This is an optimization exercise on Yosys and OpenROAD, whose aim is small area, a short achievable clock period and few clock cycles per item, not a production implementation. RTL that was checked went through simulation tests only; none was proved equivalent to the original. No functional check of the RTL was part of run 1. Power and IR drop assume default switching activity.

==> flow/design.v (outline; a module is shown in full before it is edited, if it fits) <==
// module alu_pre: 35 lines
// module alu_stage1: 1065 lines
// module alu_stage2: 199 lines
// module pipelined_alu: 119 lines
module pipelined_alu (
  input  logic        clk,
  input  logic        rst,
  input  logic        in_valid,
  output logic        in_ready,
  input  logic [3:0]  op,
  input  logic [31:0] a,
  input  logic [31:0] b,
  output logic        out_valid,
  input  logic        out_ready,
  output logic [31:0] res,
  output logic [3:0]  flags,
  output logic [15:0] illegal_cnt
);
  // ...
==> flow/run.sh <==
#!/bin/bash
# synth_recipe.tcl (not shown) runs the flow's synth.tcl, then flattens the netlist and writes it again
# the make line also repeats each setting of config.mk as NAME=value (left out here)
make -C /OpenROAD-flow-scripts/flow DESIGN_CONFIG=/design/flow/config.mk WORK_HOME=/design/flow/orfs CLKGATE_MAP_FILE= SYNTH_SCRIPT=/design/flow/synth_recipe.tcl finish
==> flow/config.mk <==
export PLATFORM = sky130hd
export DESIGN_NAME = pipelined_alu
export DESIGN_NICKNAME = pipelined_alu
export VERILOG_FILES = /design/flow/design.v
export SDC_FILE = /design/flow/constraint.sdc
export NUM_CORES = 4
export LEC_CHECK = 0
export CAP_MARGIN = 20
export CORE_MARGIN = 2
export CORE_UTILIZATION = 40
export SETUP_SLACK_MARGIN = 5
export SLEW_MARGIN = 20
==> flow/constraint.sdc <==
create_clock -name core_clock -period 9.0 [get_ports {clk}]
set_input_delay 1.8000 -clock core_clock [delete_from_list [all_inputs] [get_ports {clk}]]
set_output_delay 1.8000 -clock core_clock [all_outputs]
set_load 0.01 [all_outputs]
==> results.cfg, run 1 <==
[synthesis]
muxShareOfSynthArea_pct = 3.15
synthAdderAreaFrac_pct = 22.0
yosysTopAreaCell = edfxtp_1
synth_cell_types = 66

[worst_setup_path]
cp-startpoint = out_ready
cp_slowest_cell = or2_4
r2r_end = cut1[15]
cp-endpoint = in_ready
worstSetupPathType = input pin to output pin

[run_status]
status = complete, no violations

[cts]
clk_pin_slew_ns = 0.05
h-tree-depth = 1

[power]
seqPwrFrac_pct = 23.6
total_leakage_power_nw = 11.9
sw_frac_of_total_pct = 44.7
p_comb_share_pct = 64.6

[die]
rows = 91
coreArea_sq_um = 61900

[place]
placed_cell_area_sq_um = 27200
dp_hpwl_microns = 59900

[timing]
fin_ws_ns = 4.98
finalMaxSlewViolations = 0
clock_skew_ns = 0.0118
tightest_slew_ns = 1.03
max_slew_margin_pct = 31.2

[final_layout]
num-multi-input-gates = 1795
buffers = 258
nets = 3023

[detailed_routing]
final_antenna_net_count = 0

[hold_path]
worstHoldPathCells = 0
==> module pipelined_alu, before the edit <==
module pipelined_alu (
  input  logic        clk,
  input  logic        rst,
  input  logic        in_valid,
  output logic        in_ready,
  input  logic [3:0]  op,
  input  logic [31:0] a,
  input  logic [31:0] b,
  output logic        out_valid,
  input  logic        out_ready,
  output logic [31:0] res,
  output logic [3:0]  flags,
  output logic [15:0] illegal_cnt
);
  localparam int NC = alu_pkg::NC;
  logic        v0, v1, v2, bubble;
  logic [3:0]  op0;
  logic [31:0] a0, bx0;
  logic        rev0;
  logic        sub0;
  logic [15:0] bone0, btwo0;
  logic        is_mul0;
  logic        sub_p;
  logic [31:0] bx_p, ax_p;
  logic        rev_p, rev1, rev2;
  logic [15:0] bone_p, btwo_p;
  logic        is_mul_p;
  logic [NC-1:0] cut_s, cut1;
  logic        carry_s, ovf_s, legal_s;
  logic        carry1, ovf1, legal1;
  logic [31:0] sum_s;
  logic [31:0] res2;
  logic [2:0]  fl2;         
  logic [15:0] cnt;
  logic        s0_go, s1_go, s2_go;
  assign s2_go    = ~v2 | out_ready;
  assign s1_go    = ~v1 | s2_go;
  assign s0_go    = ~v0 | s1_go;
  assign in_ready = bubble | out_ready;
  alu_pre u_pre (
    .op   (op),
    .a    (a),
    .ax   (ax_p),
    .rev  (rev_p),
    .b    (b),
    .sub  (sub_p),
    .bx   (bx_p),
    .bone (bone_p),
    .btwo (btwo_p),
    .is_mul (is_mul_p)
  );
  alu_stage1 u_s1 (
    .op    (op0),
    .a     (a0),
    .sub   (sub0),
    .bx    (bx0),
    .bone  (bone0),
    .btwo  (btwo0),
    .is_mul (is_mul0),
    .cut   (cut_s),
    .carry (carry_s),
    .ovf   (ovf_s),
    .legal (legal_s)
  );
  alu_stage2 u_s2 (
    .cut  (cut1),
    .sum  (sum_s)
  );
  always_ff @(posedge clk or posedge rst) begin
    if (rst) begin
      v0     <= 1'b0;
      v1     <= 1'b0;
      v2     <= 1'b0;
      bubble <= 1'b1;
    end else begin
      if (s0_go) v0 <= in_valid;
      if (s1_go) v1 <= v0;
      if (s2_go) v2 <= v1;
      bubble <= ~((s0_go ? in_valid : v0) & (s1_go ? v0 : v1) & (s2_go ? v1 : v2));
    end
  end
  always_ff @(posedge clk) begin
    if (s0_go) begin
      op0     <= op;
      a0      <= ax_p;
      rev0    <= rev_p;
      sub0    <= sub_p;
      bx0     <= bx_p;
      bone0   <= bone_p;
      btwo0   <= btwo_p;
      is_mul0 <= is_mul_p;
    end
    if (s1_go) begin
      cut1   <= cut_s;
      carry1 <= carry_s;
      ovf1   <= ovf_s;
      legal1 <= legal_s;
      rev1   <= rev0;
    end
    if (s2_go) begin
      res2 <= sum_s;
      fl2  <= {legal1, carry1, ovf1};
      rev2 <= rev1;
    end
  end
  always_ff @(posedge clk or posedge rst) begin
    if (rst) begin
      cnt <= 16'h0000;
    end else if (s1_go && v0 && op0[3] && op0[2] && (cnt != 16'hFFFF)) begin
      cnt <= cnt + 16'h0001;
    end
  end
  assign out_valid   = v2;
  for (genvar i = 0; i < 32; i++) begin : g_res
    assign res[i] = rev2 ? res2[31-i] : res2[i];
  end
  assign flags       = {res[31], fl2[2] & (res2 == 32'd0), fl2[1:0]};
  assign illegal_cnt = cnt;
endmodule
==> inputs of run 2 (changes only) <==
--- a/flow/design.v
+++ b/flow/design.v
@@ -1,3 +1,3 @@
 package alu_pkg;
-  localparam int NC = 94;
+  localparam int NC = 93;
 endpackage
@@ -46,5 +46,6 @@
   input  logic        is_mul,
-  output logic [93:0] cut,
-  output logic        carry,
-  output logic        ovf,
+  output logic [92:0] cut,
+  output logic        addsub,
+  output logic        cmp,
+  output logic        cmp_s,
   output logic        legal
@@ -52,5 +53,6 @@
   logic [15:0] bneg;
-  logic [32:0] s;
   logic [31:0] ro, fill;
-  logic        ovf_s;
+  logic [3:0]  t;
+  logic [31:0] bg;
+  logic        cin, arith;
   assign legal  = ~(op[3] & op[2]);
@@ -91,22 +93,21 @@
   assign pp15 = (({2{bone[15]}} & a[1:0]) | ({2{btwo[15]}} & {a[0:0], 1'b0})) ^ {2{bneg[15]}};
-  assign s  = {1'b0, a} + {1'b0, bx} + {32'd0, sub};
-  assign ovf_s = (a[31] == bx[31]) && (s[31] != a[31]);
+  assign addsub = (op == 4'h0) | (op == 4'h1);
+  assign cmp    = (op == 4'hA) | (op == 4'hB);
+  assign cmp_s  = ~op[0];
+  assign arith  = addsub | cmp;
+  assign bg     = (bx & {32{arith}}) | fill;
+  assign cin    = sub;
   always_comb begin
-    for (int i = 0; i < 32; i++) fill[i] = op[3] & a[0] & (i[4:0] < bx[4:0]);
+    for (int i = 0; i < 32; i++) fill[i] = (op == 4'h8) & a[0] & (i[4:0] < bx[4:0]);
   end
   always_comb begin
-    ro    = '0;
-    carry = 1'b0;
-    ovf   = 1'b0;
     case (op)
-      4'h0, 4'h1: begin ro = s[31:0]; carry = s[32]; ovf = ovf_s; end
-      4'h2: ro = a & bx;
-      4'h3: ro = a | bx;
-      4'h4: ro = a ^ bx;
-      4'h5: ro = ~a;
-      4'h7, 4'h8: ro = fill;
-      4'hA: ro = {31'd0, s[31] ^ ovf_s};
-      4'hB: ro = {31'd0, ~s[32]};
-      default: ro = '0;
+      4'h0, 4'h1, 4'hA, 4'hB: t = 4'b1100;   
+      4'h2:                   t = 4'b1000;   
+      4'h3:                   t = 4'b1110;   
+      4'h4:                   t = 4'b0110;   
+      4'h5:                   t = 4'b0011;   
+      default:                t = 4'b0000;
     endcase
+    for (int i = 0; i < 32; i++) ro[i] = t[{a[i], bx[i]}];
   end
@@ -532,30 +533,2 @@
   logic t1_c420;
-  logic t1_s421;
-  logic t1_c422;
-  logic t1_s423;
-  logic t1_c424;
-  logic t1_s425;
-  logic t1_c426;
-  logic t1_s427;
-  logic t1_c428;
-  logic t1_s429;
-  logic t1_c430;
-  logic t1_s431;
-  logic t1_c432;
-  logic t1_s433;
-  logic t1_c434;
-  logic t1_s435;
-  logic t1_c436;
-  logic t1_s437;
-  logic t1_c438;
-  logic t1_s439;
-  logic t1_c440;
-  logic t1_s441;
-  logic t1_c442;
-  logic t1_s443;
-  logic t1_c444;
-  logic t1_s445;
-  logic t1_c446;
-  logic t1_s447;
-  logic t1_c448;
   assign t0_s1 = pp0[10] ^ pp1[8];
@@ -588,4 +561,4 @@
   assign t0_c28 = (pp3[10] & pp4[8]) | (pp5[6] & (pp3[10] ^ pp4[8]));
-  assign t0_s29 = pp6[4] ^ pp7[2];
-  assign t0_c30 = pp6[4] & pp7[2];
+  assign t0_s29 = pp6[4] ^ pp7[2] ^ pp8[0];
+  assign t0_c30 = (pp6[4] & pp7[2]) | (pp8[0] & (pp6[4] ^ pp7[2]));
   assign t0_s31 = pp0[17] ^ pp1[15] ^ pp2[13];
@@ -594,4 +567,4 @@
   assign t0_c34 = (pp3[11] & pp4[9]) | (pp5[7] & (pp3[11] ^ pp4[9]));
-  assign t0_s35 = pp6[5] ^ pp7[3];
-  assign t0_c36 = pp6[5] & pp7[3];
+  assign t0_s35 = pp6[5] ^ pp7[3] ^ pp8[1];
+  assign t0_c36 = (pp6[5] & pp7[3]) | (pp8[1] & (pp6[5] ^ pp7[3]));
   assign t0_s37 = pp0[18] ^ pp1[16] ^ pp2[14];
@@ -600,4 +573,4 @@
   assign t0_c40 = (pp3[12] & pp4[10]) | (pp5[8] & (pp3[12] ^ pp4[10]));
-  assign t0_s41 = pp6[6] ^ pp7[4];
-  assign t0_c42 = pp6[6] & pp7[4];
+  assign t0_s41 = pp6[6] ^ pp7[4] ^ pp8[2];
+  assign t0_c42 = (pp6[6] & pp7[4]) | (pp8[2] & (pp6[6] ^ pp7[4]));
   assign t0_s43 = pp0[19] ^ pp1[17] ^ pp2[15];
@@ -606,4 +579,4 @@
   assign t0_c46 = (pp3[13] & pp4[11]) | (pp5[9] & (pp3[13] ^ pp4[11]));
-  assign t0_s47 = pp6[7] ^ pp7[5];
-  assign t0_c48 = pp6[7] & pp7[5];
+  assign t0_s47 = pp6[7] ^ pp7[5] ^ pp8[3];
+  assign t0_c48 = (pp6[7] & pp7[5]) | (pp8[3] & (pp6[7] ^ pp7[5]));
   assign t0_s49 = pp0[20] ^ pp1[18] ^ pp2[16];
@@ -612,4 +585,4 @@
   assign t0_c52 = (pp3[14] & pp4[12]) | (pp5[10] & (pp3[14] ^ pp4[12]));
-  assign t0_s53 = pp6[8] ^ pp7[6];
-  assign t0_c54 = pp6[8] & pp7[6];
+  assign t0_s53 = pp6[8] ^ pp7[6] ^ pp8[4];
+  assign t0_c54 = (pp6[8] & pp7[6]) | (pp8[4] & (pp6[8] ^ pp7[6]));
   assign t0_s55 = pp0[21] ^ pp1[19] ^ pp2[17];
@@ -618,4 +591,4 @@
   assign t0_c58 = (pp3[15] & pp4[13]) | (pp5[11] & (pp3[15] ^ pp4[13]));
-  assign t0_s59 = pp6[9] ^ pp7[7];
-  assign t0_c60 = pp6[9] & pp7[7];
+  assign t0_s59 = pp6[9] ^ pp7[7] ^ pp8[5];
+  assign t0_c60 = (pp6[9] & pp7[7]) | (pp8[5] & (pp6[9] ^ pp7[7]));
   assign t0_s61 = pp0[22] ^ pp1[20] ^ pp2[18];
@@ -624,4 +597,4 @@
   assign t0_c64 = (pp3[16] & pp4[14]) | (pp5[12] & (pp3[16] ^ pp4[14]));
-  assign t0_s65 = pp6[10] ^ pp7[8];
-  assign t0_c66 = pp6[10] & pp7[8];
+  assign t0_s65 = pp6[10] ^ pp7[8] ^ pp8[6];
+  assign t0_c66 = (pp6[10] & pp7[8]) | (pp8[6] & (pp6[10] ^ pp7[8]));
   assign t0_s67 = pp0[23] ^ pp1[21] ^ pp2[19];
@@ -630,4 +603,4 @@
   assign t0_c70 = (pp3[17] & pp4[15]) | (pp5[13] & (pp3[17] ^ pp4[15]));
-  assign t0_s71 = pp6[11] ^ pp7[9];
-  assign t0_c72 = pp6[11] & pp7[9];
+  assign t0_s71 = pp6[11] ^ pp7[9] ^ pp8[7];
+  assign t0_c72 = (pp6[11] & pp7[9]) | (pp8[7] & (pp6[11] ^ pp7[9]));
   assign t0_s73 = pp0[24] ^ pp1[22] ^ pp2[20];
@@ -636,4 +609,4 @@
   assign t0_c76 = (pp3[18] & pp4[16]) | (pp5[14] & (pp3[18] ^ pp4[16]));
-  assign t0_s77 = pp6[12] ^ pp7[10];
-  assign t0_c78 = pp6[12] & pp7[10];
+  assign t0_s77 = pp6[12] ^ pp7[10] ^ pp8[8];
+  assign t0_c78 = (pp6[12] & pp7[10]) | (pp8[8] & (pp6[12] ^ pp7[10]));
   assign t0_s79 = pp0[25] ^ pp1[23] ^ pp2[21];
@@ -642,4 +615,4 @@
   assign t0_c82 = (pp3[19] & pp4[17]) | (pp5[15] & (pp3[19] ^ pp4[17]));
-  assign t0_s83 = pp6[13] ^ pp7[11];
-  assign t0_c84 = pp6[13] & pp7[11];
+  assign t0_s83 = pp6[13] ^ pp7[11] ^ pp8[9];
+  assign t0_c84 = (pp6[13] & pp7[11]) | (pp8[9] & (pp6[13] ^ pp7[11]));
   assign t0_s85 = pp0[26] ^ pp1[24] ^ pp2[22];
@@ -648,4 +621,4 @@
   assign t0_c88 = (pp3[20] & pp4[18]) | (pp5[16] & (pp3[20] ^ pp4[18]));
-  assign t0_s89 = pp6[14] ^ pp7[12];
-  assign t0_c90 = pp6[14] & pp7[12];
+  assign t0_s89 = pp6[14] ^ pp7[12] ^ pp8[10];
+  assign t0_c90 = (pp6[14] & pp7[12]) | (pp8[10] & (pp6[14] ^ pp7[12]));
   assign t0_s91 = pp0[27] ^ pp1[25] ^ pp2[23];
@@ -654,4 +627,4 @@
   assign t0_c94 = (pp3[21] & pp4[19]) | (pp5[17] & (pp3[21] ^ pp4[19]));
-  assign t0_s95 = pp6[15] ^ pp7[13];
-  assign t0_c96 = pp6[15] & pp7[13];
+  assign t0_s95 = pp6[15] ^ pp7[13] ^ pp8[11];
+  assign t0_c96 = (pp6[15] & pp7[13]) | (pp8[11] & (pp6[15] ^ pp7[13]));
   assign t0_s97 = pp0[28] ^ pp1[26] ^ pp2[24];
@@ -660,4 +633,4 @@
   assign t0_c100 = (pp3[22] & pp4[20]) | (pp5[18] & (pp3[22] ^ pp4[20]));
-  assign t0_s101 = pp6[16] ^ pp7[14];
-  assign t0_c102 = pp6[16] & pp7[14];
+  assign t0_s101 = pp6[16] ^ pp7[14] ^ pp8[12];
+  assign t0_c102 = (pp6[16] & pp7[14]) | (pp8[12] & (pp6[16] ^ pp7[14]));
   assign t0_s103 = pp0[29] ^ pp1[27] ^ pp2[25];
@@ -666,4 +639,4 @@
   assign t0_c106 = (pp3[23] & pp4[21]) | (pp5[19] & (pp3[23] ^ pp4[21]));
-  assign t0_s107 = pp6[17] ^ pp7[15];
-  assign t0_c108 = pp6[17] & pp7[15];
+  assign t0_s107 = pp6[17] ^ pp7[15] ^ pp8[13];
+  assign t0_c108 = (pp6[17] & pp7[15]) | (pp8[13] & (pp6[17] ^ pp7[15]));
   assign t0_s109 = pp0[30] ^ pp1[28] ^ pp2[26];
@@ -672,4 +645,4 @@
   assign t0_c112 = (pp3[24] & pp4[22]) | (pp5[20] & (pp3[24] ^ pp4[22]));
-  assign t0_s113 = pp6[18] ^ pp7[16];
-  assign t0_c114 = pp6[18] & pp7[16];
+  assign t0_s113 = pp6[18] ^ pp7[16] ^ pp8[14];
+  assign t0_c114 = (pp6[18] & pp7[16]) | (pp8[14] & (pp6[18] ^ pp7[16]));
   assign t0_s115 = pp0[31] ^ pp1[29] ^ pp2[27];
@@ -678,4 +651,4 @@
   assign t0_c118 = (pp3[25] & pp4[23]) | (pp5[21] & (pp3[25] ^ pp4[23]));
-  assign t0_s119 = pp6[19] ^ pp7[17];
-  assign t0_c120 = pp6[19] & pp7[17];
+  assign t0_s119 = pp6[19] ^ pp7[17] ^ pp8[15];
+  assign t0_c120 = (pp6[19] & pp7[17]) | (pp8[15] & (pp6[19] ^ pp7[17]));
   assign t0_s121 = pp0[6] ^ pp1[4];
@@ -896,214 +869,191 @@
   assign t0_c336 = (t0_c216 & t0_s275) | (t0_c274 & (t0_c216 ^ t0_s275));
-  assign t1_s337 = pp8[10] ^ pp9[8];
-  assign t1_c338 = pp8[10] & pp9[8];
-  assign t1_s339 = pp8[11] ^ pp9[9];
-  assign t1_c340 = pp8[11] & pp9[9];
-  assign t1_s341 = pp8[12] ^ pp9[10] ^ pp10[8];
-  assign t1_c342 = (pp8[12] & pp9[10]) | (pp10[8] & (pp8[12] ^ pp9[10]));
-  assign t1_s343 = pp11[6] ^ pp12[4];
-  assign t1_c344 = pp11[6] & pp12[4];
-  assign t1_s345 = pp8[13] ^ pp9[11] ^ pp10[9];
-  assign t1_c346 = (pp8[13] & pp9[11]) | (pp10[9] & (pp8[13] ^ pp9[11]));
-  assign t1_s347 = pp11[7] ^ pp12[5];
-  assign t1_c348 = pp11[7] & pp12[5];
-  assign t1_s349 = pp8[14] ^ pp9[12] ^ pp10[10];
-  assign t1_c350 = (pp8[14] & pp9[12]) | (pp10[10] & (pp8[14] ^ pp9[12]));
-  assign t1_s351 = pp11[8] ^ pp12[6] ^ pp13[4];
-  assign t1_c352 = (pp11[8] & pp12[6]) | (pp13[4] & (pp11[8] ^ pp12[6]));
-  assign t1_s353 = pp14[2] ^ pp15[0];
-  assign t1_c354 = pp14[2] & pp15[0];
-  assign t1_s355 = pp8[15] ^ pp9[13] ^ pp10[11];
-  assign t1_c356 = (pp8[15] & pp9[13]) | (pp10[11] & (pp8[15] ^ pp9[13]));
-  assign t1_s357 = pp11[9] ^ pp12[7] ^ pp13[5];
-  assign t1_c358 = (pp11[9] & pp12[7]) | (pp13[5] & (pp11[9] ^ pp12[7]));
-  assign t1_s359 = pp14[3] ^ pp15[1];
-  assign t1_c360 = pp14[3] & pp15[1];
-  assign t1_s361 = pp8[6] ^ pp9[4];
-  assign t1_c362 = pp8[6] & pp9[4];
-  assign t1_s363 = pp8[7] ^ pp9[5];
-  assign t1_c364 = pp8[7] & pp9[5];
-  assign t1_s365 = pp8[8] ^ pp9[6] ^ pp10[4];
-  assign t1_c366 = (pp8[8] & pp9[6]) | (pp10[4] & (pp8[8] ^ pp9[6]));
-  assign t1_s367 = pp11[2] ^ pp12[0];
-  assign t1_c368 = pp11[2] & pp12[0];
-  assign t1_s369 = pp8[9] ^ pp9[7] ^ pp10[5];
-  assign t1_c370 = (pp8[9] & pp9[7]) | (pp10[5] & (pp8[9] ^ pp9[7]));
-  assign t1_s371 = pp11[3] ^ pp12[1];
-  assign t1_c372 = pp11[3] & pp12[1];
-  assign t1_s373 = pp10[6] ^ pp11[4] ^ pp12[2];
-  assign t1_c374 = (pp10[6] & pp11[4]) | (pp12[2] & (pp10[6] ^ pp11[4]));
-  assign t1_s375 = pp13[0] ^ bneg[13] ^ t1_s337;
-  assign t1_c376 = (pp13[0] & bneg[13]) | (t1_s337 & (pp13[0] ^ bneg[13]));
-  assign t1_s377 = pp10[7] ^ pp11[5] ^ pp12[3];
-  assign t1_c378 = (pp10[7] & pp11[5]) | (pp12[3] & (pp10[7] ^ pp11[5]));
-  assign t1_s379 = pp13[1] ^ t1_s339 ^ t1_c338;
-  assign t1_c380 = (pp13[1] & t1_s339) | (t1_c338 & (pp13[1] ^ t1_s339));
-  assign t1_s381 = pp13[2] ^ pp14[0] ^ bneg[14];
-  assign t1_c382 = (pp13[2] & pp14[0]) | (bneg[14] & (pp13[2] ^ pp14[0]));
-  assign t1_s383 = t1_s341 ^ t1_s343 ^ t1_c340;
-  assign t1_c384 = (t1_s341 & t1_s343) | (t1_c340 & (t1_s341 ^ t1_s343));
-  assign t1_s385 = pp13[3] ^ pp14[1] ^ t1_s345;
-  assign t1_c386 = (pp13[3] & pp14[1]) | (t1_s345 & (pp13[3] ^ pp14[1]));
-  assign t1_s387 = t1_s347 ^ t1_c342 ^ t1_c344;
-  assign t1_c388 = (t1_s347 & t1_c342) | (t1_c344 & (t1_s347 ^ t1_c342));
-  assign t1_s389 = bneg[15] ^ t1_s349 ^ t1_s351;
-  assign t1_c390 = (bneg[15] & t1_s349) | (t1_s351 & (bneg[15] ^ t1_s349));
-  assign t1_s391 = t1_s353 ^ t1_c346 ^ t1_c348;
-  assign t1_c392 = (t1_s353 & t1_c346) | (t1_c348 & (t1_s353 ^ t1_c346));
-  assign t1_s393 = t1_s355 ^ t1_s357 ^ t1_s359;
-  assign t1_c394 = (t1_s355 & t1_s357) | (t1_s359 & (t1_s355 ^ t1_s357));
-  assign t1_s395 = t1_c350 ^ t1_c352 ^ t1_c354;
-  assign t1_c396 = (t1_c350 & t1_c352) | (t1_c354 & (t1_c350 ^ t1_c352));
-  assign t1_s397 = pp8[4] ^ pp9[2];
-  assign t1_c398 = pp8[4] & pp9[2];
-  assign t1_s399 = pp8[5] ^ pp9[3];
-  assign t1_c400 = pp8[5] & pp9[3];
-  assign t1_s401 = pp10[2] ^ pp11[0] ^ bneg[11];
-  assign t1_c402 = (pp10[2] & pp11[0]) | (bneg[11] & (pp10[2] ^ pp11[0]));
-  assign t1_s403 = pp10[3] ^ pp11[1] ^ t1_s363;
-  assign t1_c404 = (pp10[3] & pp11[1]) | (t1_s363 & (pp10[3] ^ pp11[1]));
-  assign t1_s405 = bneg[12] ^ t1_s365 ^ t1_s367;
-  assign t1_c406 = (bneg[12] & t1_s365) | (t1_s367 & (bneg[12] ^ t1_s365));
-  assign t1_s407 = t1_s369 ^ t1_s371 ^ t1_c366;
-  assign t1_c408 = (t1_s369 & t1_s371) | (t1_c366 & (t1_s369 ^ t1_s371));
-  assign t1_s409 = t1_s373 ^ t1_c370 ^ t1_c372;
-  assign t1_c410 = (t1_s373 & t1_c370) | (t1_c372 & (t1_s373 ^ t1_c370));
-  assign t1_s411 = t1_s377 ^ t1_c374 ^ t1_s379;
-  assign t1_c412 = (t1_s377 & t1_c374) | (t1_s379 & (t1_s377 ^ t1_c374));
-  assign t1_s413 = t1_s381 ^ t1_c378 ^ t1_s383;
-  assign t1_c414 = (t1_s381 & t1_c378) | (t1_s383 & (t1_s381 ^ t1_c378));
-  assign t1_s415 = t1_c382 ^ t1_s385 ^ t1_s387;
-  assign t1_c416 = (t1_c382 & t1_s385) | (t1_s387 & (t1_c382 ^ t1_s385));
-  assign t1_s417 = t1_s389 ^ t1_s391 ^ t1_c386;
-  assign t1_c418 = (t1_s389 & t1_s391) | (t1_c386 & (t1_s389 ^ t1_s391));
-  assign t1_s419 = t1_s393 ^ t1_s395 ^ t1_c390;
-  assign t1_c420 = (t1_s393 & t1_s395) | (t1_c390 & (t1_s393 ^ t1_s395));
-  assign t1_s421 = pp8[2] ^ pp9[0];
-  assign t1_c422 = pp8[2] & pp9[0];
-  assign t1_s423 = pp8[3] ^ pp9[1];
-  assign t1_c424 = pp8[3] & pp9[1];
-  assign t1_s425 = pp10[0] ^ bneg[10] ^ t1_s397;
-  assign t1_c426 = (pp10[0] & bneg[10]) | (t1_s397 & (pp10[0] ^ bneg[10]));
-  assign t1_s427 = pp10[1] ^ t1_s399 ^ t1_c398;
-  assign t1_c428 = (pp10[1] & t1_s399) | (t1_c398 & (pp10[1] ^ t1_s399));
-  assign t1_s429 = t1_s401 ^ t1_s361 ^ t1_c400;
-  assign t1_c430 = (t1_s401 & t1_s361) | (t1_c400 & (t1_s401 ^ t1_s361));
-  assign t1_s431 = t1_c362 ^ t1_c402 ^ t1_s403;
-  assign t1_c432 = (t1_c362 & t1_c402) | (t1_s403 & (t1_c362 ^ t1_c402));
-  assign t1_s433 = t1_c364 ^ t1_s405 ^ t1_c404;
-  assign t1_c434 = (t1_c364 & t1_s405) | (t1_c404 & (t1_c364 ^ t1_s405));
-  assign t1_s435 = t1_c368 ^ t1_s407 ^ t1_c406;
-  assign t1_c436 = (t1_c368 & t1_s407) | (t1_c406 & (t1_c368 ^ t1_s407));
-  assign t1_s437 = t1_s409 ^ t1_s375 ^ t1_c408;
-  assign t1_c438 = (t1_s409 & t1_s375) | (t1_c408 & (t1_s409 ^ t1_s375));
-  assign t1_s439 = t1_c376 ^ t1_c410 ^ t1_s411;
-  assign t1_c440 = (t1_c376 & t1_c410) | (t1_s411 & (t1_c376 ^ t1_c410));
-  assign t1_s441 = t1_c380 ^ t1_s413 ^ t1_c412;
-  assign t1_c442 = (t1_c380 & t1_s413) | (t1_c412 & (t1_c380 ^ t1_s413));
-  assign t1_s443 = t1_c384 ^ t1_s415 ^ t1_c414;
-  assign t1_c444 = (t1_c384 & t1_s415) | (t1_c414 & (t1_c384 ^ t1_s415));
-  assign t1_s445 = t1_c388 ^ t1_s417 ^ t1_c416;
-  assign t1_c446 = (t1_c388 & t1_s417) | (t1_c416 & (t1_c388 ^ t1_s417));
-  assign t1_s447 = t1_c392 ^ t1_s419 ^ t1_c418;
-  assign t1_c448 = (t1_c392 & t1_s419) | (t1_c418 & (t1_c392 ^ t1_s419));
+  assign t1_s337 = pp9[10] ^ pp10[8];
+  assign t1_c338 = pp9[10] & pp10[8];
+  assign t1_s339 = pp9[11] ^ pp10[9];
+  assign t1_c340 = pp9[11] & pp10[9];
+  assign t1_s341 = pp9[12] ^ pp10[10] ^ pp11[8];
+  assign t1_c342 = (pp9[12] & pp10[10]) | (pp11[8] & (pp9[12] ^ pp10[10]));
+  assign t1_s343 = pp12[6] ^ pp13[4];
+  assign t1_c344 = pp12[6] & pp13[4];
+  assign t1_s345 = pp9[13] ^ pp10[11] ^ pp11[9];
+  assign t1_c346 = (pp9[13] & pp10[11]) | (pp11[9] & (pp9[13] ^ pp10[11]));
+  assign t1_s347 = pp12[7] ^ pp13[5];
+  assign t1_c348 = pp12[7] & pp13[5];
+  assign t1_s349 = pp9[6] ^ pp10[4];
+  assign t1_c350 = pp9[6] & pp10[4];
+  assign t1_s351 = pp9[7] ^ pp10[5];
+  assign t1_c352 = pp9[7] & pp10[5];
+  assign t1_s353 = pp9[8] ^ pp10[6] ^ pp11[4];
+  assign t1_c354 = (pp9[8] & pp10[6]) | (pp11[4] & (pp9[8] ^ pp10[6]));
+  assign t1_s355 = pp12[2] ^ pp13[0];
+  assign t1_c356 = pp12[2] & pp13[0];
+  assign t1_s357 = pp9[9] ^ pp10[7] ^ pp11[5];
+  assign t1_c358 = (pp9[9] & pp10[7]) | (pp11[5] & (pp9[9] ^ pp10[7]));
+  assign t1_s359 = pp12[3] ^ pp13[1];
+  assign t1_c360 = pp12[3] & pp13[1];
+  assign t1_s361 = pp11[6] ^ pp12[4] ^ pp13[2];
+  assign t1_c362 = (pp11[6] & pp12[4]) | (pp13[2] & (pp11[6] ^ pp12[4]));
+  assign t1_s363 = pp14[0] ^ bneg[14] ^ t1_s337;
+  assign t1_c364 = (pp14[0] & bneg[14]) | (t1_s337 & (pp14[0] ^ bneg[14]));
+  assign t1_s365 = pp11[7] ^ pp12[5] ^ pp13[3];
+  assign t1_c366 = (pp11[7] & pp12[5]) | (pp13[3] & (pp11[7] ^ pp12[5]));
+  assign t1_s367 = pp14[1] ^ t1_s339 ^ t1_c338;
+  assign t1_c368 = (pp14[1] & t1_s339) | (t1_c338 & (pp14[1] ^ t1_s339));
+  assign t1_s369 = pp14[2] ^ pp15[0] ^ bneg[15];
+  assign t1_c370 = (pp14[2] & pp15[0]) | (bneg[15] & (pp14[2] ^ pp15[0]));
+  assign t1_s371 = t1_s341 ^ t1_s343 ^ t1_c340;
+  assign t1_c372 = (t1_s341 & t1_s343) | (t1_c340 & (t1_s341 ^ t1_s343));
+  assign t1_s373 = pp14[3] ^ pp15[1] ^ t1_s345;
+  assign t1_c374 = (pp14[3] & pp15[1]) | (t1_s345 & (pp14[3] ^ pp15[1]));
+  assign t1_s375 = t1_s347 ^ t1_c342 ^ t1_c344;
+  assign t1_c376 = (t1_s347 & t1_c342) | (t1_c344 & (t1_s347 ^ t1_c342));
+  assign t1_s377 = pp9[4] ^ pp10[2];
+  assign t1_c378 = pp9[4] & pp10[2];
+  assign t1_s379 = pp9[5] ^ pp10[3];
+  assign t1_c380 = pp9[5] & pp10[3];
+  assign t1_s381 = pp11[2] ^ pp12[0] ^ bneg[12];
+  assign t1_c382 = (pp11[2] & pp12[0]) | (bneg[12] & (pp11[2] ^ pp12[0]));
+  assign t1_s383 = pp11[3] ^ pp12[1] ^ t1_s351;
+  assign t1_c384 = (pp11[3] & pp12[1]) | (t1_s351 & (pp11[3] ^ pp12[1]));
+  assign t1_s385 = bneg[13] ^ t1_s353 ^ t1_s355;
+  assign t1_c386 = (bneg[13] & t1_s353) | (t1_s355 & (bneg[13] ^ t1_s353));
+  assign t1_s387 = t1_s357 ^ t1_s359 ^ t1_c354;
+  assign t1_c388 = (t1_s357 & t1_s359) | (t1_c354 & (t1_s357 ^ t1_s359));
+  assign t1_s389 = t1_s361 ^ t1_c358 ^ t1_c360;
+  assign t1_c390 = (t1_s361 & t1_c358) | (t1_c360 & (t1_s361 ^ t1_c358));
+  assign t1_s391 = t1_s365 ^ t1_c362 ^ t1_s367;
+  assign t1_c392 = (t1_s365 & t1_c362) | (t1_s367 & (t1_s365 ^ t1_c362));
+  assign t1_s393 = t1_s369 ^ t1_c366 ^ t1_s371;
+  assign t1_c394 = (t1_s369 & t1_c366) | (t1_s371 & (t1_s369 ^ t1_c366));
+  assign t1_s395 = t1_c370 ^ t1_s373 ^ t1_s375;
+  assign t1_c396 = (t1_c370 & t1_s373) | (t1_s375 & (t1_c370 ^ t1_s373));
+  assign t1_s397 = pp9[2] ^ pp10[0];
+  assign t1_c398 = pp9[2] & pp10[0];
+  assign t1_s399 = pp9[3] ^ pp10[1];
+  assign t1_c400 = pp9[3] & pp10[1];
+  assign t1_s401 = pp11[0] ^ bneg[11] ^ t1_s377;
+  assign t1_c402 = (pp11[0] & bneg[11]) | (t1_s377 & (pp11[0] ^ bneg[11]));
+  assign t1_s403 = pp11[1] ^ t1_s379 ^ t1_c378;
+  assign t1_c404 = (pp11[1] & t1_s379) | (t1_c378 & (pp11[1] ^ t1_s379));
+  assign t1_s405 = t1_s381 ^ t1_s349 ^ t1_c380;
+  assign t1_c406 = (t1_s381 & t1_s349) | (t1_c380 & (t1_s381 ^ t1_s349));
+  assign t1_s407 = t1_c350 ^ t1_c382 ^ t1_s383;
+  assign t1_c408 = (t1_c350 & t1_c382) | (t1_s383 & (t1_c350 ^ t1_c382));
+  assign t1_s409 = t1_c352 ^ t1_s385 ^ t1_c384;
+  assign t1_c410 = (t1_c352 & t1_s385) | (t1_c384 & (t1_c352 ^ t1_s385));
+  assign t1_s411 = t1_c356 ^ t1_s387 ^ t1_c386;
+  assign t1_c412 = (t1_c356 & t1_s387) | (t1_c386 & (t1_c356 ^ t1_s387));
+  assign t1_s413 = t1_s389 ^ t1_s363 ^ t1_c388;
+  assign t1_c414 = (t1_s389 & t1_s363) | (t1_c388 & (t1_s389 ^ t1_s363));
+  assign t1_s415 = t1_c364 ^ t1_c390 ^ t1_s391;
+  assign t1_c416 = (t1_c364 & t1_c390) | (t1_s391 & (t1_c364 ^ t1_c390));
+  assign t1_s417 = t1_c368 ^ t1_s393 ^ t1_c392;
+  assign t1_c418 = (t1_c368 & t1_s393) | (t1_c392 & (t1_c368 ^ t1_s393));
+  assign t1_s419 = t1_c372 ^ t1_s395 ^ t1_c394;
+  assign t1_c420 = (t1_c372 & t1_s395) | (t1_c394 & (t1_c372 ^ t1_s395));
   assign cut[0] = (pp0[0] | ro[0]);
-  assign cut[1] = bneg[0];
-  assign cut[2] = (pp0[1] | ro[1]);
-  assign cut[3] = t0_s277;
-  assign cut[4] = (bneg[1] | ro[2]);
-  assign cut[5] = (t0_s279 | ro[3]);
-  assign cut[6] = t0_c278;
-  assign cut[7] = t0_s281;
-  assign cut[8] = (t0_c280 | ro[4]);
-  assign cut[9] = (t0_s283 | ro[5]);
-  assign cut[10] = t0_c282;
-  assign cut[11] = (t0_s285 | ro[6]);
-  assign cut[12] = t0_c284;
-  assign cut[13] = t0_s287;
-  assign cut[14] = (t0_c286 | ro[7]);
-  assign cut[15] = (t0_s289 | ro[8]);
-  assign cut[16] = t0_c288;
-  assign cut[17] = (t0_s291 | ro[9]);
-  assign cut[18] = t0_c290;
-  assign cut[19] = (t0_s293 | ro[10]);
-  assign cut[20] = t0_c292;
-  assign cut[21] = t0_s295;
-  assign cut[22] = (t0_c294 | ro[11]);
-  assign cut[23] = (t0_s297 | ro[12]);
-  assign cut[24] = t0_c296;
-  assign cut[25] = (t0_s299 | ro[13]);
-  assign cut[26] = t0_c298;
-  assign cut[27] = (t0_s301 | ro[14]);
-  assign cut[28] = t0_c300;
-  assign cut[29] = (t0_s303 | ro[15]);
-  assign cut[30] = t0_c302;
-  assign cut[31] = t0_s305;
-  assign cut[32] = t0_c304;
-  assign cut[33] = (pp8[0] | ro[16]);
-  assign cut[34] = bneg[8];
-  assign cut[35] = t0_s307;
-  assign cut[36] = t0_c306;
-  assign cut[37] = (pp8[1] | ro[17]);
+  assign cut[1] = (bneg[0] | bg[0]);
+  assign cut[2] = cin;
+  assign cut[3] = (pp0[1] | ro[1]);
+  assign cut[4] = bg[1];
+  assign cut[5] = (t0_s277 | bg[2]);
+  assign cut[6] = (bneg[1] | ro[2]);
+  assign cut[7] = (t0_s279 | ro[3]);
+  assign cut[8] = (t0_c278 | bg[3]);
+  assign cut[9] = (t0_s281 | bg[4]);
+  assign cut[10] = (t0_c280 | ro[4]);
+  assign cut[11] = (t0_s283 | ro[5]);
+  assign cut[12] = (t0_c282 | bg[5]);
+  assign cut[13] = (t0_s285 | ro[6]);
+  assign cut[14] = (t0_c284 | bg[6]);
+  assign cut[15] = (t0_s287 | bg[7]);
+  assign cut[16] = (t0_c286 | ro[7]);
+  assign cut[17] = (t0_s289 | ro[8]);
+  assign cut[18] = (t0_c288 | bg[8]);
+  assign cut[19] = (t0_s291 | ro[9]);
+  assign cut[20] = (t0_c290 | bg[9]);
+  assign cut[21] = (t0_s293 | ro[10]);
+  assign cut[22] = (t0_c292 | bg[10]);
+  assign cut[23] = (t0_s295 | bg[11]);
+  assign cut[24] = (t0_c294 | ro[11]);
+  assign cut[25] = (t0_s297 | ro[12]);
+  assign cut[26] = (t0_c296 | bg[12]);
+  assign cut[27] = (t0_s299 | ro[13]);
+  assign cut[28] = (t0_c298 | bg[13]);
+  assign cut[29] = (t0_s301 | ro[14]);
+  assign cut[30] = (t0_c300 | bg[14]);
+  assign cut[31] = (t0_s303 | ro[15]);
+  assign cut[32] = (t0_c302 | bg[15]);
+  assign cut[33] = (t0_s305 | bg[16]);
+  assign cut[34] = t0_c304;
+  assign cut[35] = (bneg[8] | ro[16]);
+  assign cut[36] = (t0_s307 | ro[17]);
+  assign cut[37] = (t0_c306 | bg[17]);
   assign cut[38] = t0_s309;
   assign cut[39] = t0_c308;
-  assign cut[40] = t1_s421;
-  assign cut[41] = (bneg[9] | ro[18]);
-  assign cut[42] = t0_s311;
+  assign cut[40] = (pp9[0] | ro[18]);
+  assign cut[41] = (bneg[9] | bg[18]);
+  assign cut[42] = (t0_s311 | bg[19]);
   assign cut[43] = t0_c310;
-  assign cut[44] = (t1_s423 | ro[19]);
-  assign cut[45] = t1_c422;
-  assign cut[46] = t0_s313;
-  assign cut[47] = t0_c312;
-  assign cut[48] = t1_s425;
-  assign cut[49] = (t1_c424 | ro[20]);
-  assign cut[50] = t0_s315;
-  assign cut[51] = t0_c314;
-  assign cut[52] = (t1_s427 | ro[21]);
-  assign cut[53] = t1_c426;
-  assign cut[54] = t0_s317;
-  assign cut[55] = t0_c316;
-  assign cut[56] = (t1_s429 | ro[22]);
-  assign cut[57] = t1_c428;
-  assign cut[58] = t0_s319;
-  assign cut[59] = t0_c318;
-  assign cut[60] = t1_s431;
-  assign cut[61] = (t1_c430 | ro[23]);
-  assign cut[62] = t0_s321;
-  assign cut[63] = t0_c320;
-  assign cut[64] = (t1_s433 | ro[24]);
-  assign cut[65] = t1_c432;
-  assign cut[66] = t0_s323;
-  assign cut[67] = t0_c322;
-  assign cut[68] = (t1_s435 | ro[25]);
-  assign cut[69] = t1_c434;
-  assign cut[70] = t0_s325;
-  assign cut[71] = t0_c324;
-  assign cut[72] = (t1_s437 | ro[26]);
-  assign cut[73] = t1_c436;
-  assign cut[74] = t0_s327;
-  assign cut[75] = t0_c326;
-  assign cut[76] = t1_s439;
-  assign cut[77] = (t1_c438 | ro[27]);
-  assign cut[78] = (t0_s329 | ro[28]);
-  assign cut[79] = t0_c328;
-  assign cut[80] = t1_s441;
-  assign cut[81] = t1_c440;
-  assign cut[82] = (t0_s331 | ro[29]);
-  assign cut[83] = t0_c330;
-  assign cut[84] = t1_s443;
-  assign cut[85] = t1_c442;
-  assign cut[86] = (t0_s333 | ro[30]);
-  assign cut[87] = t0_c332;
-  assign cut[88] = t1_s445;
-  assign cut[89] = t1_c444;
-  assign cut[90] = (t0_s335 | ro[31]);
-  assign cut[91] = t0_c334;
-  assign cut[92] = t1_s447;
-  assign cut[93] = t1_c446;
+  assign cut[44] = (pp9[1] | ro[19]);
+  assign cut[45] = t0_s313;
+  assign cut[46] = t0_c312;
+  assign cut[47] = (t1_s397 | bg[20]);
+  assign cut[48] = (bneg[10] | ro[20]);
+  assign cut[49] = t0_s315;
+  assign cut[50] = t0_c314;
+  assign cut[51] = (t1_s399 | ro[21]);
+  assign cut[52] = (t1_c398 | bg[21]);
+  assign cut[53] = t0_s317;
+  assign cut[54] = t0_c316;
+  assign cut[55] = (t1_s401 | bg[22]);
+  assign cut[56] = (t1_c400 | ro[22]);
+  assign cut[57] = t0_s319;
+  assign cut[58] = t0_c318;
+  assign cut[59] = (t1_s403 | ro[23]);
+  assign cut[60] = (t1_c402 | bg[23]);
+  assign cut[61] = t0_s321;
+  assign cut[62] = t0_c320;
+  assign cut[63] = (t1_s405 | ro[24]);
+  assign cut[64] = (t1_c404 | bg[24]);
+  assign cut[65] = t0_s323;
+  assign cut[66] = t0_c322;
+  assign cut[67] = (t1_s407 | bg[25]);
+  assign cut[68] = (t1_c406 | ro[25]);
+  assign cut[69] = t0_s325;
+  assign cut[70] = t0_c324;
+  assign cut[71] = (t1_s409 | ro[26]);
+  assign cut[72] = (t1_c408 | bg[26]);
+  assign cut[73] = t0_s327;
+  assign cut[74] = t0_c326;
+  assign cut[75] = (t1_s411 | ro[27]);
+  assign cut[76] = (t1_c410 | bg[27]);
+  assign cut[77] = t0_s329;
+  assign cut[78] = t0_c328;
+  assign cut[79] = (t1_s413 | ro[28]);
+  assign cut[80] = (t1_c412 | bg[28]);
+  assign cut[81] = (t0_s331 | bg[29]);
+  assign cut[82] = t0_c330;
+  assign cut[83] = t1_s415;
+  assign cut[84] = (t1_c414 | ro[29]);
+  assign cut[85] = (t0_s333 | ro[30]);
+  assign cut[86] = (t0_c332 | bg[30]);
+  assign cut[87] = t1_s417;
+  assign cut[88] = t1_c416;
+  assign cut[89] = (t0_s335 | ro[31]);
+  assign cut[90] = (t0_c334 | bg[31]);
+  assign cut[91] = t1_s419;
+  assign cut[92] = t1_c418;
 endmodule
 module alu_stage2 (
-  input  logic [93:0] cut,
-  output logic [31:0] sum
+  input  logic [92:0] cut,
+  input  logic        addsub,   
+  input  logic        cmp,      
+  input  logic        cmp_s,    
+  output logic [31:0] res,
+  output logic        carry,
+  output logic        ovf
 );
-  logic [31:0] x, y;
+  logic [32:0] x, y, s;
+  logic        ovf_s, lt;
   logic us1;
@@ -1172,131 +1122,194 @@
   logic uc64;
-  assign us1 = cut[31] ^ cut[32];
-  assign uc2 = cut[31] & cut[32];
-  assign us3 = cut[35] ^ cut[36];
-  assign uc4 = cut[35] & cut[36];
-  assign us5 = cut[38] ^ cut[39] ^ cut[40];
-  assign uc6 = (cut[38] & cut[39]) | (cut[40] & (cut[38] ^ cut[39]));
-  assign us7 = cut[42] ^ cut[43] ^ cut[44];
-  assign uc8 = (cut[42] & cut[43]) | (cut[44] & (cut[42] ^ cut[43]));
-  assign us9 = cut[46] ^ cut[47] ^ cut[48];
-  assign uc10 = (cut[46] & cut[47]) | (cut[48] & (cut[46] ^ cut[47]));
-  assign us11 = cut[50] ^ cut[51] ^ cut[52];
-  assign uc12 = (cut[50] & cut[51]) | (cut[52] & (cut[50] ^ cut[51]));
-  assign us13 = cut[54] ^ cut[55] ^ cut[56];
-  assign uc14 = (cut[54] & cut[55]) | (cut[56] & (cut[54] ^ cut[55]));
-  assign us15 = cut[58] ^ cut[59] ^ cut[60];
-  assign uc16 = (cut[58] & cut[59]) | (cut[60] & (cut[58] ^ cut[59]));
-  assign us17 = cut[62] ^ cut[63] ^ cut[64];
-  assign uc18 = (cut[62] & cut[63]) | (cut[64] & (cut[62] ^ cut[63]));
-  assign us19 = cut[66] ^ cut[67] ^ cut[68];
-  assign uc20 = (cut[66] & cut[67]) | (cut[68] & (cut[66] ^ cut[67]));
-  assign us21 = cut[70] ^ cut[71] ^ cut[72];
-  assign uc22 = (cut[70] & cut[71]) | (cut[72] & (cut[70] ^ cut[71]));
-  assign us23 = cut[74] ^ cut[75] ^ cut[76];
-  assign uc24 = (cut[74] & cut[75]) | (cut[76] & (cut[74] ^ cut[75]));
-  assign us25 = cut[78] ^ cut[79] ^ cut[80];
-  assign uc26 = (cut[78] & cut[79]) | (cut[80] & (cut[78] ^ cut[79]));
-  assign us27 = cut[82] ^ cut[83] ^ cut[84];
-  assign uc28 = (cut[82] & cut[83]) | (cut[84] & (cut[82] ^ cut[83]));
-  assign us29 = cut[86] ^ cut[87] ^ cut[88];
-  assign uc30 = (cut[86] & cut[87]) | (cut[88] & (cut[86] ^ cut[87]));
-  assign us31 = cut[90] ^ cut[91] ^ cut[92];
-  assign uc32 = (cut[90] & cut[91]) | (cut[92] & (cut[90] ^ cut[91]));
-  assign us33 = cut[33] ^ cut[34];
-  assign uc34 = cut[33] & cut[34];
-  assign us35 = cut[37] ^ us3 ^ uc2;
-  assign uc36 = (cut[37] & us3) | (uc2 & (cut[37] ^ us3));
-  assign us37 = cut[41] ^ us5 ^ uc4;
-  assign uc38 = (cut[41] & us5) | (uc4 & (cut[41] ^ us5));
-  assign us39 = cut[45] ^ us7 ^ uc6;
-  assign uc40 = (cut[45] & us7) | (uc6 & (cut[45] ^ us7));
-  assign us41 = cut[49] ^ us9 ^ uc8;
-  assign uc42 = (cut[49] & us9) | (uc8 & (cut[49] ^ us9));
-  assign us43 = cut[53] ^ us11 ^ uc10;
-  assign uc44 = (cut[53] & us11) | (uc10 & (cut[53] ^ us11));
-  assign us45 = cut[57] ^ us13 ^ uc12;
-  assign uc46 = (cut[57] & us13) | (uc12 & (cut[57] ^ us13));
-  assign us47 = cut[61] ^ us15 ^ uc14;
-  assign uc48 = (cut[61] & us15) | (uc14 & (cut[61] ^ us15));
-  assign us49 = cut[65] ^ us17 ^ uc16;
-  assign uc50 = (cut[65] & us17) | (uc16 & (cut[65] ^ us17));
-  assign us51 = cut[69] ^ us19 ^ uc18;
-  assign uc52 = (cut[69] & us19) | (uc18 & (cut[69] ^ us19));
-  assign us53 = cut[73] ^ us21 ^ uc20;
-  assign uc54 = (cut[73] & us21) | (uc20 & (cut[73] ^ us21));
-  assign us55 = cut[77] ^ us23 ^ uc22;
-  assign uc56 = (cut[77] & us23) | (uc22 & (cut[77] ^ us23));
-  assign us57 = cut[81] ^ us25 ^ uc24;
-  assign uc58 = (cut[81] & us25) | (uc24 & (cut[81] ^ us25));
-  assign us59 = cut[85] ^ us27 ^ uc26;
-  assign uc60 = (cut[85] & us27) | (uc26 & (cut[85] ^ us27));
-  assign us61 = cut[89] ^ us29 ^ uc28;
-  assign uc62 = (cut[89] & us29) | (uc28 & (cut[89] ^ us29));
-  assign us63 = cut[93] ^ us31 ^ uc30;
-  assign uc64 = (cut[93] & us31) | (uc30 & (cut[93] ^ us31));
-  assign x[0] = cut[0];
-  assign y[0] = cut[1];
-  assign x[1] = cut[2];
-  assign y[1] = 1'b0;
-  assign x[2] = cut[3];
-  assign y[2] = cut[4];
-  assign x[3] = cut[5];
-  assign y[3] = cut[6];
-  assign x[4] = cut[7];
-  assign y[4] = cut[8];
-  assign x[5] = cut[9];
-  assign y[5] = cut[10];
-  assign x[6] = cut[11];
-  assign y[6] = cut[12];
-  assign x[7] = cut[13];
-  assign y[7] = cut[14];
-  assign x[8] = cut[15];
-  assign y[8] = cut[16];
-  assign x[9] = cut[17];
-  assign y[9] = cut[18];
-  assign x[10] = cut[19];
-  assign y[10] = cut[20];
-  assign x[11] = cut[21];
-  assign y[11] = cut[22];
-  assign x[12] = cut[23];
-  assign y[12] = cut[24];
-  assign x[13] = cut[25];
-  assign y[13] = cut[26];
-  assign x[14] = cut[27];
-  assign y[14] = cut[28];
-  assign x[15] = cut[29];
-  assign y[15] = cut[30];
-  assign x[16] = us33;
-  assign y[16] = us1;
-  assign x[17] = us35;
-  assign y[17] = uc34;
-  assign x[18] = us37;
-  assign y[18] = uc36;
-  assign x[19] = us39;
-  assign y[19] = uc38;
-  assign x[20] = us41;
-  assign y[20] = uc40;
-  assign x[21] = us43;
-  assign y[21] = uc42;
-  assign x[22] = us45;
-  assign y[22] = uc44;
-  assign x[23] = us47;
-  assign y[23] = uc46;
-  assign x[24] = us49;
-  assign y[24] = uc48;
-  assign x[25] = us51;
-  assign y[25] = uc50;
-  assign x[26] = us53;
-  assign y[26] = uc52;
-  assign x[27] = us55;
-  assign y[27] = uc54;
-  assign x[28] = us57;
-  assign y[28] = uc56;
-  assign x[29] = us59;
-  assign y[29] = uc58;
-  assign x[30] = us61;
-  assign y[30] = uc60;
-  assign x[31] = us63;
-  assign y[31] = uc62;
-  assign sum  = x + y;
+  logic us65;
+  logic uc66;
+  logic us67;
+  logic uc68;
+  logic us69;
+  logic uc70;
+  logic us71;
+  logic uc72;
+  logic us73;
+  logic uc74;
+  logic us75;
+  logic uc76;
+  logic us77;
+  logic uc78;
+  logic us79;
+  logic uc80;
+  logic us81;
+  logic uc82;
+  logic us83;
+  logic uc84;
+  logic us85;
+  logic uc86;
+  logic us87;
+  logic uc88;
+  logic us89;
+  logic uc90;
+  logic us91;
+  logic uc92;
+  assign us1 = cut[38] ^ cut[39];
+  assign uc2 = cut[38] & cut[39];
+  assign us3 = cut[42] ^ cut[43];
+  assign uc4 = cut[42] & cut[43];
+  assign us5 = cut[45] ^ cut[46] ^ cut[47];
+  assign uc6 = (cut[45] & cut[46]) | (cut[47] & (cut[45] ^ cut[46]));
+  assign us7 = cut[49] ^ cut[50] ^ cut[51];
+  assign uc8 = (cut[49] & cut[50]) | (cut[51] & (cut[49] ^ cut[50]));
+  assign us9 = cut[53] ^ cut[54] ^ cut[55];
+  assign uc10 = (cut[53] & cut[54]) | (cut[55] & (cut[53] ^ cut[54]));
+  assign us11 = cut[57] ^ cut[58] ^ cut[59];
+  assign uc12 = (cut[57] & cut[58]) | (cut[59] & (cut[57] ^ cut[58]));
+  assign us13 = cut[61] ^ cut[62] ^ cut[63];
+  assign uc14 = (cut[61] & cut[62]) | (cut[63] & (cut[61] ^ cut[62]));
+  assign us15 = cut[65] ^ cut[66] ^ cut[67];
+  assign uc16 = (cut[65] & cut[66]) | (cut[67] & (cut[65] ^ cut[66]));
+  assign us17 = cut[69] ^ cut[70] ^ cut[71];
+  assign uc18 = (cut[69] & cut[70]) | (cut[71] & (cut[69] ^ cut[70]));
+  assign us19 = cut[73] ^ cut[74] ^ cut[75];
+  assign uc20 = (cut[73] & cut[74]) | (cut[75] & (cut[73] ^ cut[74]));
+  assign us21 = cut[77] ^ cut[78] ^ cut[79];
+  assign uc22 = (cut[77] & cut[78]) | (cut[79] & (cut[77] ^ cut[78]));
+  assign us23 = cut[81] ^ cut[82] ^ cut[83];
+  assign uc24 = (cut[81] & cut[82]) | (cut[83] & (cut[81] ^ cut[82]));
+  assign us25 = cut[85] ^ cut[86] ^ cut[87];
+  assign uc26 = (cut[85] & cut[86]) | (cut[87] & (cut[85] ^ cut[86]));
+  assign us27 = cut[89] ^ cut[90] ^ cut[91];
+  assign uc28 = (cut[89] & cut[90]) | (cut[91] & (cut[89] ^ cut[90]));
+  assign us29 = cut[0] ^ cut[1];
+  assign uc30 = cut[0] & cut[1];
+  assign us31 = cut[3] ^ cut[4];
+  assign uc32 = cut[3] & cut[4];
+  assign us33 = cut[5] ^ cut[6];
+  assign uc34 = cut[5] & cut[6];
+  assign us35 = cut[7] ^ cut[8];
+  assign uc36 = cut[7] & cut[8];
+  assign us37 = cut[9] ^ cut[10];
+  assign uc38 = cut[9] & cut[10];
+  assign us39 = cut[11] ^ cut[12];
+  assign uc40 = cut[11] & cut[12];
+  assign us41 = cut[13] ^ cut[14];
+  assign uc42 = cut[13] & cut[14];
+  assign us43 = cut[15] ^ cut[16];
+  assign uc44 = cut[15] & cut[16];
+  assign us45 = cut[17] ^ cut[18];
+  assign uc46 = cut[17] & cut[18];
+  assign us47 = cut[19] ^ cut[20];
+  assign uc48 = cut[19] & cut[20];
+  assign us49 = cut[21] ^ cut[22];
+  assign uc50 = cut[21] & cut[22];
+  assign us51 = cut[23] ^ cut[24];
+  assign uc52 = cut[23] & cut[24];
+  assign us53 = cut[25] ^ cut[26];
+  assign uc54 = cut[25] & cut[26];
+  assign us55 = cut[27] ^ cut[28];
+  assign uc56 = cut[27] & cut[28];
+  assign us57 = cut[29] ^ cut[30];
+  assign uc58 = cut[29] & cut[30];
+  assign us59 = cut[31] ^ cut[32];
+  assign uc60 = cut[31] & cut[32];
+  assign us61 = cut[33] ^ cut[34] ^ cut[35];
+  assign uc62 = (cut[33] & cut[34]) | (cut[35] & (cut[33] ^ cut[34]));
+  assign us63 = cut[36] ^ cut[37];
+  assign uc64 = cut[36] & cut[37];
+  assign us65 = cut[40] ^ cut[41] ^ us1;
+  assign uc66 = (cut[40] & cut[41]) | (us1 & (cut[40] ^ cut[41]));
+  assign us67 = cut[44] ^ us3 ^ uc2;
+  assign uc68 = (cut[44] & us3) | (uc2 & (cut[44] ^ us3));
+  assign us69 = cut[48] ^ us5 ^ uc4;
+  assign uc70 = (cut[48] & us5) | (uc4 & (cut[48] ^ us5));
+  assign us71 = cut[52] ^ us7 ^ uc6;
+  assign uc72 = (cut[52] & us7) | (uc6 & (cut[52] ^ us7));
+  assign us73 = cut[56] ^ us9 ^ uc8;
+  assign uc74 = (cut[56] & us9) | (uc8 & (cut[56] ^ us9));
+  assign us75 = cut[60] ^ us11 ^ uc10;
+  assign uc76 = (cut[60] & us11) | (uc10 & (cut[60] ^ us11));
+  assign us77 = cut[64] ^ us13 ^ uc12;
+  assign uc78 = (cut[64] & us13) | (uc12 & (cut[64] ^ us13));
+  assign us79 = cut[68] ^ us15 ^ uc14;
+  assign uc80 = (cut[68] & us15) | (uc14 & (cut[68] ^ us15));
+  assign us81 = cut[72] ^ us17 ^ uc16;
+  assign uc82 = (cut[72] & us17) | (uc16 & (cut[72] ^ us17));
+  assign us83 = cut[76] ^ us19 ^ uc18;
+  assign uc84 = (cut[76] & us19) | (uc18 & (cut[76] ^ us19));
+  assign us85 = cut[80] ^ us21 ^ uc20;
+  assign uc86 = (cut[80] & us21) | (uc20 & (cut[80] ^ us21));
+  assign us87 = cut[84] ^ us23 ^ uc22;
+  assign uc88 = (cut[84] & us23) | (uc22 & (cut[84] ^ us23));
+  assign us89 = cut[88] ^ us25 ^ uc24;
+  assign uc90 = (cut[88] & us25) | (uc24 & (cut[88] ^ us25));
+  assign us91 = cut[92] ^ us27 ^ uc26;
+  assign uc92 = (cut[92] & us27) | (uc26 & (cut[92] ^ us27));
+  assign x[0] = us29;
+  assign y[0] = cut[2];
+  assign x[1] = us31;
+  assign y[1] = uc30;
+  assign x[2] = us33;
+  assign y[2] = uc32;
+  assign x[3] = us35;
+  assign y[3] = uc34;
+  assign x[4] = us37;
+  assign y[4] = uc36;
+  assign x[5] = us39;
+  assign y[5] = uc38;
+  assign x[6] = us41;
+  assign y[6] = uc40;
+  assign x[7] = us43;
+  assign y[7] = uc42;
+  assign x[8] = us45;
+  assign y[8] = uc44;
+  assign x[9] = us47;
+  assign y[9] = uc46;
+  assign x[10] = us49;
+  assign y[10] = uc48;
+  assign x[11] = us51;
+  assign y[11] = uc50;
+  assign x[12] = us53;
+  assign y[12] = uc52;
+  assign x[13] = us55;
+  assign y[13] = uc54;
+  assign x[14] = us57;
+  assign y[14] = uc56;
+  assign x[15] = us59;
+  assign y[15] = uc58;
+  assign x[16] = us61;
+  assign y[16] = uc60;
+  assign x[17] = us63;
+  assign y[17] = uc62;
+  assign x[18] = us65;
+  assign y[18] = uc64;
+  assign x[19] = us67;
+  assign y[19] = uc66;
+  assign x[20] = us69;
+  assign y[20] = uc68;
+  assign x[21] = us71;
+  assign y[21] = uc70;
+  assign x[22] = us73;
+  assign y[22] = uc72;
+  assign x[23] = us75;
+  assign y[23] = uc74;
+  assign x[24] = us77;
+  assign y[24] = uc76;
+  assign x[25] = us79;
+  assign y[25] = uc78;
+  assign x[26] = us81;
+  assign y[26] = uc80;
+  assign x[27] = us83;
+  assign y[27] = uc82;
+  assign x[28] = us85;
+  assign y[28] = uc84;
+  assign x[29] = us87;
+  assign y[29] = uc86;
+  assign x[30] = us89;
+  assign y[30] = uc88;
+  assign x[31] = us91;
+  assign y[31] = uc90;
+  assign x[32] = uc28;
+  assign y[32] = uc92;
+  assign s  = x + y;
+  assign ovf_s = (cut[89] == cut[90]) && (s[31] != cut[89]);
+  assign lt    = cmp_s ? (s[31] ^ ovf_s) : ~s[32];
+  assign res   = cmp ? {31'd0, lt} : s[31:0];
+  assign carry = addsub & s[32];
+  assign ovf   = addsub & ovf_s;
 endmodule
@@ -1330,5 +1343,6 @@
   logic [NC-1:0] cut_s, cut1;
-  logic        carry_s, ovf_s, legal_s;
-  logic        carry1, ovf1, legal1;
+  logic        addsub_s, cmp_s, cmps_s, legal_s;
+  logic        addsub1, cmp1, cmps1, legal1;
   logic [31:0] sum_s;
+  logic        carry_s, ovf_s;
   logic [31:0] res2;
@@ -1362,9 +1376,15 @@
     .cut   (cut_s),
-    .carry (carry_s),
-    .ovf   (ovf_s),
-    .legal (legal_s)
+    .addsub (addsub_s),
+    .cmp    (cmp_s),
+    .cmp_s  (cmps_s),
+    .legal  (legal_s)
   );
   alu_stage2 u_s2 (
-    .cut  (cut1),
-    .sum  (sum_s)
+    .cut    (cut1),
+    .addsub (addsub1),
+    .cmp    (cmp1),
+    .cmp_s  (cmps1),
+    .res    (sum_s),
+    .carry  (carry_s),
+    .ovf    (ovf_s)
   );
@@ -1396,4 +1416,5 @@
       cut1   <= cut_s;
-      carry1 <= carry_s;
-      ovf1   <= ovf_s;
+      addsub1 <= addsub_s;
+      cmp1    <= cmp_s;
+      cmps1   <= cmps_s;
       legal1 <= legal_s;
@@ -1403,3 +1424,3 @@
       res2 <= sum_s;
-      fl2  <= {legal1, carry1, ovf1};
+      fl2  <= {legal1, carry_s, ovf_s};
       rev2 <= rev1;
==> flow/flow/run.sh (new file) <==
#!/bin/bash
set -euo pipefail
cd "$(dirname "$0")/.."
bash standard.sh synth > synth.log 2>&1
bash standard.sh "BUFFER_PORTS_ARGS=-buffer_cell sky130_fd_sc_hd__buf_2" finish > layout.log 2>&1
==> flow/standard.sh (new file) <==
#!/bin/bash
# synth_recipe.tcl (not shown) runs the flow's synth.tcl, then flattens the netlist and writes it again
# the make line also repeats each setting of config.mk as NAME=value (left out here)
make -C /OpenROAD-flow-scripts/flow DESIGN_CONFIG=/design/flow/config.mk WORK_HOME=/design/flow/orfs CLKGATE_MAP_FILE= SYNTH_SCRIPT=/design/flow/synth_recipe.tcl "${@:-finish}"
removed: flow/run.sh
==> run 2 against run 1 <==
Still clean. Count of clock-buffer cells in the layout increased by 2. Combinational power increased by 1%. Fmax decreased by 0.16%. Power rose by 1.3%. Global-route usage decreased by 2.7 points. Sequential power about the same. Critical path type unchanged. Largest cell class unchanged.
==> results.cfg, run 2 <==
[timing]
fin_setup_tns_ns = 0
setup_violations = 0
max_slew_margin_pct = 29.4
finalHoldViolCount = 0
min_period_over_period_pct = 44.8
fmax_mhz = 248
period_minus_slack_ns = 4.03
tightest_slew_ns = 1.06
fin_ws_ns = 4.97
finalMaxSlewViolations = 0
clock_skew_ns = 0.0268
rsz0062_at_grt = yes

[place]
pre_cts_slack_ns = 4.51
dp_hpwl_microns = 51800
port_buffers = 125
place.gp.congestion = 0.899
placed_cell_area_sq_um = 25100

[die]
dieWidth_microns = 249
die_h_microns = 249
initial_utilization_pct = 40.5
ioPinCount = 126
coreArea_sq_um = 59000
fp.dieArea_sq_um = 61800
rows = 89

[cts]
h-tree-depth = 1
cts_buffers = 29
tritoncts = built
cts_sinks = 261
clock_latency_ns = 0.59
clk_pin_slew_ns = 0.06
cts-root-buf = clkbuf_16
cts_max_path_buffers = 3
holdBufCountCts = 0

[final_layout]
drive_above_1_share_pct = 17.7
largest_reg_flops = 93
n_antenna_cell = 0
final_area_sq_um = 26600
max_flop_register = cut1
final_common_cell = a22oi_1
layout_common_cells = 256 x a22oi_1, 253 x xnor2_1, 237 x edfxtp_1
area_growth_pct = 11.4
nets = 2635
nFillCells = 5547

[detailed_routing]
drt_iter0_drc = 1640
via_per_inst = 5.80
via_count = 17898
drc = 0
wl_per_cell_microns = 24.2
drt_pre_antenna_iters = 6
routed_wl_microns = 74700
final_antenna_net_count = 0

[synthesis]
netlist.area_leader.share_pct = 29.8
avgSynthCellArea_sq_um = 10.6
syn-num-nets = 2592
synth.top_cells.by_area = edfxtp_1 30%, fa_1 16%, xnor2_1 9.3%, a22oi_1 8.0%, xor2_1 4.8%
yosysSeqAreaShare_pct = 32.2
post-synth-top-count-cell = a22oi_1
synthCells = 2250
syn-cell-area_sq_um = 23900
synth_cell_types = 68
ys.warnings.count = 3
synth_edf_count = 237
ys_async_sr_fraction_pct = 7.66
yosys-top-cells-count = 256 x a22oi_1, 254 x xnor2_1, 237 x edfxtp_1
ys.flop_type = edfxtp_1
ys_seq_elements = 261
yosysTopAreaCell = edfxtp_1

[global_routing]
grt_overflow = 0
grt_max_degree = 82
grt_pass1_vias = 18153
grt_pass1_wl_microns = 111000
antenna_found_initial = 3
grt_usage_pct = 23.2

[worst_setup_path]
cp.arrival_ns = 2.23
critPathCaptureType = output pin
cp_max_fo = 2
critPathLaunchType = input pin
worstSetupPathType = input pin to output pin
cp.required_ns = 7.20

[run_status]
status = complete, no violations

[run]
cap_viol_max_count = 0

[power]
p_per_area_nw_per_um2 = 367
total_leakage_power_nw = 10.7
total_power_mw = 9.79
vdd_ir_drop_max_v = 0.000302

[hold_path]
min-delay-path-class = register to register
==> run 2: cell types whose count changed after synthesis, sizes merged, moves of 16 or more <==
| cell | change |
|---|---|
| xor2 | -79 |
| inv | -61 |
| or2 | +22 |
| a21oi | -44 |
| ha | -63 |
| nor3 | -16 |
| o21ai | -25 |
| xnor2 | +57 |
| mux4 | +31 |
| nand2 | -24 |
==> run 2: kinds of logic after synthesis <==
family / share of synthesized area, %
compound gates: 13.9
xor+xnor: 14.1
fa+ha+maj: 20.1
buf+inv: 6.57
flops: 32.2
mux: 6.28
simple gates: 6.89
==> run 2: final cells by class <==
cell class	instances	area, sq um	share of cell area (%)
repair buffers	209	1460	5.46
clock inverters	11	141	0.531
multi-input cells	1575	14800	55.5
inverters	217	815	3.06
flip-flops and latches	261	7700	28.9
clock buffers	42	785	2.94
well taps	773	967	3.63
==> run 2: path summary, 6_finish.rpt <==
| path | start | end | slack [ns] | cells after the start |
|---|---|---|---|---|
| min | sub0 | cut1[2] | 0.47 | 0 |
| max in group asynchronous | rst | cnt[11] | 7.17 | 2 |
| max | out_ready | in_ready | 4.97 | 3 |
| max reg2reg | is_mul0 | cut1[31] | 5.11 | 12 |
| min reg2reg | sub0 | cut1[2] | 0.47 | 0 |
| min in group asynchronous | rst | cnt[7] | 1.35 | 2 |
==> run 2: per-stage QoR <==
stage,hold slack [ns],std cells,util [%]
finish,0.474,3088,45.1
global route,0.500,3088,45.1
global placement,0.436,2990,42.5
floorplan,0.400,2250,-
CTS,0.484,3059,44.5
detailed placement,0.445,2990,42.5
==> run 2: layer usage <==
| layer | up-vias | part of all wire (%) | GRT usage (%) |
|---|---|---|---|
| met5 | - | 0.099 | 0 |
| met1 | 8788 | 40 | 31.2 |
| met3 | 202 | 10 | 4.86 |
| li1 | 7898 | - | - |
| met4 | 4 | 4.2 | 8.78 |
| met2 | 1006 | 46 | 37.0 |
==> run 2: repair_timing <==
item | CTS | global route
resized for setup | 22 | 17
pin swaps | 1 | 1
setup buffers | 16 | 26
gates cloned | 0 | 3
setup endpoints to repair | 77 | 16
==> run 2: critical path, stage by stage <==
cell   delay [ns]
buf_6        0.09
or2_4        0.22
buf_6        0.12
==> run 2: report_power, final <==
part           total [mW]  internal [mW]  switching (mW)
registers            2.28           1.99           0.296
clock network        1.19          0.690           0.501
logic                6.31           2.66            3.66
total                9.79           5.33            4.45
Testbench counts of run 2, summed over its fixed seeds: cycles 16,024, items 16,000.

## re-timing with driven ports
No port has a modelled driver above. Below, the same layouts with a new extraction and two added sets of constraints. Step 1: set_driving_cell puts a clkbuf_16 on clk and a buf_2 on each other input, an assumption about the parent block. Step 2, shift: input delay + t, output delay - t, t = (earliest + latest rising clock arrival at the registers) / 2. This alone moves slack from input paths to output paths. Slacks: ideal ports / drivers / drivers and shift; pairs: ideal ports / drivers.
| run | t, ns | setup slack, ns | worst setup path after step 2 | latest minus earliest clock arrival (ns) |
|---|---|---|---|---|
| run 1 | 0.635 | 4.976 / 4.944 / 4.846 | input to register | 0.012 / 0.012 |
| run 2 | 0.642 | 4.969 / 4.938 / 4.938 | input to output | 0.027 / 0.026 |
After both steps setup and hold are still met in every run listed. For run 1, which loses most, drivers alone change the setup slack by -0.032 ns; drivers and shift together by -0.130 ns.
